Source: an optimization exercise on an open RTL-to-GDS flow (aim: a short achievable clock period and few clock cycles per item). Production flows keep margins and buffers that such runs may drop. Only simulation tests tie the RTL to the original design; equivalence was not proved.

==> flow/design.v (excerpt) <==
module dma_stream_top
(
  input  logic       CLK0,
  input  logic       RST0,
  input  dma_pkg::dma_cmd_t   req_cmd,
  input  logic       req_valid,
  output logic       req_ready,
  output logic       req_busy,
  output dma_pkg::ext_burst_t ext_burst,
  input  logic       ext_ready,
  input  dma_pkg::data_t      ext_read_data,
  input  logic       ext_read_empty,
  output logic       ext_read_deq,
  output dma_pkg::data_t      ext_write_data,
  output logic       ext_write_enq,
  input  logic       ext_write_almost_full,
  input  dma_pkg::data_t      core_read_data,
  input  logic       core_read_empty,
  output logic       core_read_enable,
  output dma_pkg::data_t      core_write_data,
  output logic       core_write_enable,
  input  logic       core_write_almost_full
);
Size: about 250 I/O pins.
==> module cmd_fifo, before the edit <==
module cmd_fifo
(
  input  logic     CLK0,
  input  logic     RST0,
  input  logic     req_valid,
  input  dma_pkg::dma_cmd_t req_cmd,
  output logic     req_ready,
  input  logic     deq,         
  output dma_pkg::qcmd_t dout,
  output logic     empty,
  output logic     busy         
);
  localparam int D = dma_pkg::CMD_SLOTS;
  logic              in_v;
  logic              in_ok;      
  dma_pkg::dma_cmd_t in_cmd;
  dma_pkg::blen_t    in_rem;
  dma_pkg::blen_t    in_cap;
  logic              in_big;
  logic              in_fits;
  logic              q_v;
  logic              q_ok;       
  dma_pkg::qcmd_t    in_q;
  dma_pkg::qcmd_t    head;
  dma_pkg::blen_t    rem;
  dma_pkg::blen_t    cap;
  logic              big;
  logic              none;
  logic              push;
  logic              pop;
  assign rem  = dma_pkg::blen_t'({1'b0, ~req_cmd.ext_addr[9:2]}) + 1'b1;
  assign cap  = (req_cmd.ext_addr[11:10] == 2'b11) ? rem : dma_pkg::blen_t'(256);
  assign big  = (req_cmd.word_size[dma_pkg::W_EXT_A:dma_pkg::W_BLEN] != '0);
  assign in_fits = !in_big && (in_cmd.word_size[dma_pkg::W_BLEN-1:0] <= in_cap);
  always_ff @(posedge CLK0) begin
    if (RST0) begin
      in_v  <= 1'b0;
      in_ok <= 1'b0;
      q_v   <= 1'b0;
      q_ok  <= 1'b0;
    end else begin
      in_v  <= req_valid;
      in_ok <= req_valid && (req_cmd.word_size != '0) &&
               (req_cmd.read_enable || req_cmd.write_enable);
      q_v   <= in_v;
      q_ok  <= in_ok;
    end
    in_cmd <= req_cmd;
    in_rem <= rem;
    in_cap <= cap;
    in_big <= big;
    in_q   <= {in_cmd.ext_addr[dma_pkg::W_EXT_A-1:dma_pkg::ADDR_OFFSET],
               in_cmd.write_enable,
               in_cmd.word_size,
               in_big,
               in_rem,
               in_cap,
               in_fits,
               in_fits ? in_cmd.word_size[dma_pkg::W_BLEN-1:0] : in_cap};
  end
  typedef logic [dma_pkg::CMD_AW-1:0] ptr_t;
  typedef logic [dma_pkg::CMD_AW:0]   cnt_t;
  logic [dma_pkg::W_QCMD-1:0] mem [0:D-1];
  ptr_t  head_p;
  ptr_t  tail_p;
  cnt_t  used;
  cnt_t  used_nx;
  assign pop  = deq && !none;
  assign push = q_ok && !(deq && none);
  always_ff @(posedge CLK0) begin
    if (push) mem[tail_p] <= in_q;
  end
  assign used_nx = used + cnt_t'(push) - cnt_t'(pop);
  always_ff @(posedge CLK0) begin
    if (RST0) begin
      head_p    <= '0;
      tail_p    <= '0;
      used      <= '0;
      none      <= 1'b1;
      req_ready <= 1'b0;
    end else begin
      if (pop)  head_p <= head_p + 1'b1;
      if (push) tail_p <= tail_p + 1'b1;
      used <= used_nx;
      none <= (used_nx == '0);
      req_ready <= (used_nx <= cnt_t'(D - 4));
    end
  end
  assign head  = mem[head_p];
  assign dout  = none ? in_q : head;
  assign empty = none && !q_ok;
  assign busy = in_v || q_v || !none;
endmodule
==> module dma_ctrl, before the edit <==
module dma_ctrl
(
  input  logic            CLK0,
  input  logic            RST0,
  input  logic            nb_load,
  input  dma_pkg::waddr_t nb_addr,
  input  dma_pkg::blen_t  nb_len,
  input  logic            nb_to_bram,
  output logic            nb_free,
  output dma_pkg::ext_burst_t ext_burst,
  input  logic            ext_ready,
  output dma_pkg::blen_t  credit_rd,    
  output dma_pkg::blen_t  credit_wr,    
  output dma_pkg::owed_t  credit_rd_m1,  
  output dma_pkg::owed_t  credit_wr_m1,
  output logic            busy
);
  localparam int WB = dma_pkg::W_WA + dma_pkg::W_BLEN + 1;
  logic [WB-1:0]   head;
  logic [WB-1:0]   head_nx;
  logic [1:0]      fill;
  logic [1:0]      fill_nx;
  logic            none;
  logic            hs;           
  dma_pkg::waddr_t o_addr;
  dma_pkg::blen_t  o_len;
  logic            o_to_bram;
  dma_pkg::owed_t  o_len_m1;
  dma_pkg::owed_t  nb_len_m1;
  logic            p_rd;
  logic            p_wr;
  dma_pkg::waddr_t p_addr;
  dma_pkg::blen_t  p_len;
  assign {o_addr, o_len, o_to_bram} = head;
  assign hs      = fill[0] && ext_ready;
  assign nb_free = !fill[1];   
  sr_fifo #(.W(WB), .D(2)) u_bq (
    .CLK0    (CLK0),
    .RST0    (RST0),
    .push    (nb_load),
    .din     ({nb_addr, nb_len, nb_to_bram}),
    .pop     (hs),
    .head    (head),
    .head_nx (head_nx),
    .fill    (fill),
    .fill_nx (fill_nx),
    .none    (none)
  );
  port_reg #(.W(2)) u_p_en (
    .CLK0 (CLK0),
    .d    ({fill_nx[0] && !RST0 && head_nx[0], fill_nx[0] && !RST0 && !head_nx[0]}),
    .q    ({p_rd, p_wr})
  );
  port_reg #(.W(WB - 1)) u_p_burst (
    .CLK0 (CLK0),
    .d    (head_nx[WB-1:1]),
    .q    ({p_addr, p_len})
  );
  assign ext_burst = {p_addr, {dma_pkg::ADDR_OFFSET{1'b0}}, p_rd, p_wr, p_len};
  assign o_len_m1  = dma_pkg::owed_t'(o_len) - 1'b1;
  assign nb_len_m1 = dma_pkg::owed_t'(nb_len) - 1'b1;
  always_ff @(posedge CLK0) begin
    if (RST0) begin
      credit_rd    <= '0;
      credit_wr    <= '0;
      credit_rd_m1 <= '1;
      credit_wr_m1 <= '1;
    end else begin
      credit_rd    <= (hs && o_to_bram)  ? o_len : '0;
      credit_wr    <= (nb_load && !nb_to_bram) ? nb_len : '0;
      credit_rd_m1 <= (hs && o_to_bram)  ? o_len_m1 : '1;
      credit_wr_m1 <= (nb_load && !nb_to_bram) ? nb_len_m1 : '1;
    end
  end
  assign busy = !none || (credit_rd != '0) || (credit_wr != '0);
endmodule
clock: 5.5 ns
lec_check: 0
abc_clock_period_in_ps: 1500
cap_margin: 20
core_margin: 2
core_utilization: 50
setup_slack_margin: 3.3
slew_margin: 20
synth_hierarchical: 1
synth_minimum_keep_size: 0
run.sh (not shown) runs the stock make flow with config.mk's settings and CLKGATE_MAP_FILE= SYNTH_SCRIPT=/design/flow/synth_recipe.tcl, a recipe that flattens the netlist after the stock synthesis.
Testbench counts at the start, summed over its fixed seeds: cycles 17,347, words 25,338.
==> next run, changes <==
--- a/flow/design.v
+++ b/flow/design.v
@@ -1,14 +1,13 @@
 package dma_pkg;
   localparam int W_D           = 32;
   localparam int W_EXT_A       = 32;   
   localparam int ADDR_OFFSET   = 2;    
   localparam int W_WA          = W_EXT_A - ADDR_OFFSET;   
   localparam int W_BLEN        = 9;    
-  localparam int CMD_AW       = 3;
-  localparam int CMD_SLOTS    = 1 << CMD_AW;
+  localparam int CMD_SLOTS    = 6;
   localparam int W_OWED       = 14;
   localparam int W_QCMD       = W_WA + 1 + W_EXT_A + 1 + 1 + 1 + 3 * W_BLEN;   
   localparam int RD_BUF       = 12;     
   localparam int WR_BUF       = 16;     
   typedef logic [W_D-1:0]      data_t;
   typedef logic [W_EXT_A-1:0]  ext_addr_t;
@@ -63,12 +62,14 @@
   logic              q_ok;       
   dma_pkg::qcmd_t    in_q;
   dma_pkg::qcmd_t    head;
   dma_pkg::blen_t    rem;
   dma_pkg::blen_t    cap;
   logic              big;
+  logic [D-1:0]      fill;
+  logic [D-1:0]      fill_nx;
   logic              none;
   logic              push;
   logic              pop;
   assign rem  = dma_pkg::blen_t'({1'b0, ~req_cmd.ext_addr[9:2]}) + 1'b1;
   assign cap  = (req_cmd.ext_addr[11:10] == 2'b11) ? rem : dma_pkg::blen_t'(256);
   assign big  = (req_cmd.word_size[dma_pkg::W_EXT_A:dma_pkg::W_BLEN] != '0);
@@ -96,43 +97,32 @@
                in_big,
                in_rem,
                in_cap,
                in_fits,
                in_fits ? in_cmd.word_size[dma_pkg::W_BLEN-1:0] : in_cap};
   end
-  typedef logic [dma_pkg::CMD_AW-1:0] ptr_t;
-  typedef logic [dma_pkg::CMD_AW:0]   cnt_t;
-  logic [dma_pkg::W_QCMD-1:0] mem [0:D-1];
-  ptr_t  head_p;
-  ptr_t  tail_p;
-  cnt_t  used;
-  cnt_t  used_nx;
   assign pop  = deq && !none;
   assign push = q_ok && !(deq && none);
-  always_ff @(posedge CLK0) begin
-    if (push) mem[tail_p] <= in_q;
-  end
-  assign used_nx = used + cnt_t'(push) - cnt_t'(pop);
-  always_ff @(posedge CLK0) begin
-    if (RST0) begin
-      head_p    <= '0;
-      tail_p    <= '0;
-      used      <= '0;
-      none      <= 1'b1;
-      req_ready <= 1'b0;
-    end else begin
-      if (pop)  head_p <= head_p + 1'b1;
-      if (push) tail_p <= tail_p + 1'b1;
-      used <= used_nx;
-      none <= (used_nx == '0);
-      req_ready <= (used_nx <= cnt_t'(D - 4));
-    end
-  end
-  assign head  = mem[head_p];
+  sr_fifo #(.W(dma_pkg::W_QCMD), .D(D)) u_q (
+    .CLK0    (CLK0),
+    .RST0    (RST0),
+    .push    (push),
+    .din     (in_q),
+    .pop     (pop),
+    .head    (head),
+    .head_nx (),
+    .fill    (fill),
+    .fill_nx (fill_nx),
+    .none    (none)
+  );
   assign dout  = none ? in_q : head;
   assign empty = none && !q_ok;
+  always_ff @(posedge CLK0) begin
+    if (RST0) req_ready <= 1'b0;
+    else      req_ready <= !fill_nx[D-4];
+  end
   assign busy = in_v || q_v || !none;
 endmodule
 module burst_planner
 (
   input  logic            CLK0,
   input  logic            RST0,
@@ -477,13 +467,12 @@
   logic            none;
   logic            hs;           
   dma_pkg::waddr_t o_addr;
   dma_pkg::blen_t  o_len;
   logic            o_to_bram;
   dma_pkg::owed_t  o_len_m1;
-  dma_pkg::owed_t  nb_len_m1;
   logic            p_rd;
   logic            p_wr;
   dma_pkg::waddr_t p_addr;
   dma_pkg::blen_t  p_len;
   assign {o_addr, o_len, o_to_bram} = head;
   assign hs      = fill[0] && ext_ready;
@@ -508,25 +497,24 @@
   port_reg #(.W(WB - 1)) u_p_burst (
     .CLK0 (CLK0),
     .d    (head_nx[WB-1:1]),
     .q    ({p_addr, p_len})
   );
   assign ext_burst = {p_addr, {dma_pkg::ADDR_OFFSET{1'b0}}, p_rd, p_wr, p_len};
-  assign o_len_m1  = dma_pkg::owed_t'(o_len) - 1'b1;
-  assign nb_len_m1 = dma_pkg::owed_t'(nb_len) - 1'b1;
+  assign o_len_m1 = dma_pkg::owed_t'(o_len) - 1'b1;
   always_ff @(posedge CLK0) begin
     if (RST0) begin
       credit_rd    <= '0;
       credit_wr    <= '0;
       credit_rd_m1 <= '1;
       credit_wr_m1 <= '1;
     end else begin
       credit_rd    <= (hs && o_to_bram)  ? o_len : '0;
-      credit_wr    <= (nb_load && !nb_to_bram) ? nb_len : '0;
+      credit_wr    <= (hs && !o_to_bram) ? o_len : '0;
       credit_rd_m1 <= (hs && o_to_bram)  ? o_len_m1 : '1;
-      credit_wr_m1 <= (nb_load && !nb_to_bram) ? nb_len_m1 : '1;
+      credit_wr_m1 <= (hs && !o_to_bram) ? o_len_m1 : '1;
     end
   end
   assign busy = !none || (credit_rd != '0) || (credit_wr != '0);
 endmodule
 module dma_stream_top
 (
Register-to-register slack gets better by 0.06 ns.
Design area is lower by a few percent.
Setup slack improved by 0.015 ns.
Critical path depth does not change.
Via count climbs by a few percent.
Testbench counts after the change, summed over its fixed seeds: cycles 17,352, words 25,338.

[afterwards: timing with drivers on the ports]
In the flow no input, the clock included, has a driving cell. The finished layouts below were timed again as built, in two steps. Step 1, drivers: a clkbuf_16 drives CLK0 and a buf_2 each remaining input, both assumed. Step 2 times the ports against the registers' clock, not the clock port: input delays grow and output delays shrink by t, the midpoint of the rising clock arrivals with the driver on. Three values: ideal, step 1, step 2; two values: the first two.
run | t (ns) | slack for setup (ns) | worst setup path after step 2
the first run | 0.934 | 2.947 / 2.878 / 2.515 | input to register
the second run | 0.909 | 2.962 / 2.927 / 2.387 | input to register
After both steps setup and hold are still met in every run listed. The setup slack of the second run, which loses most, moves by -0.035 ns with the drivers and by -0.575 ns with both steps.
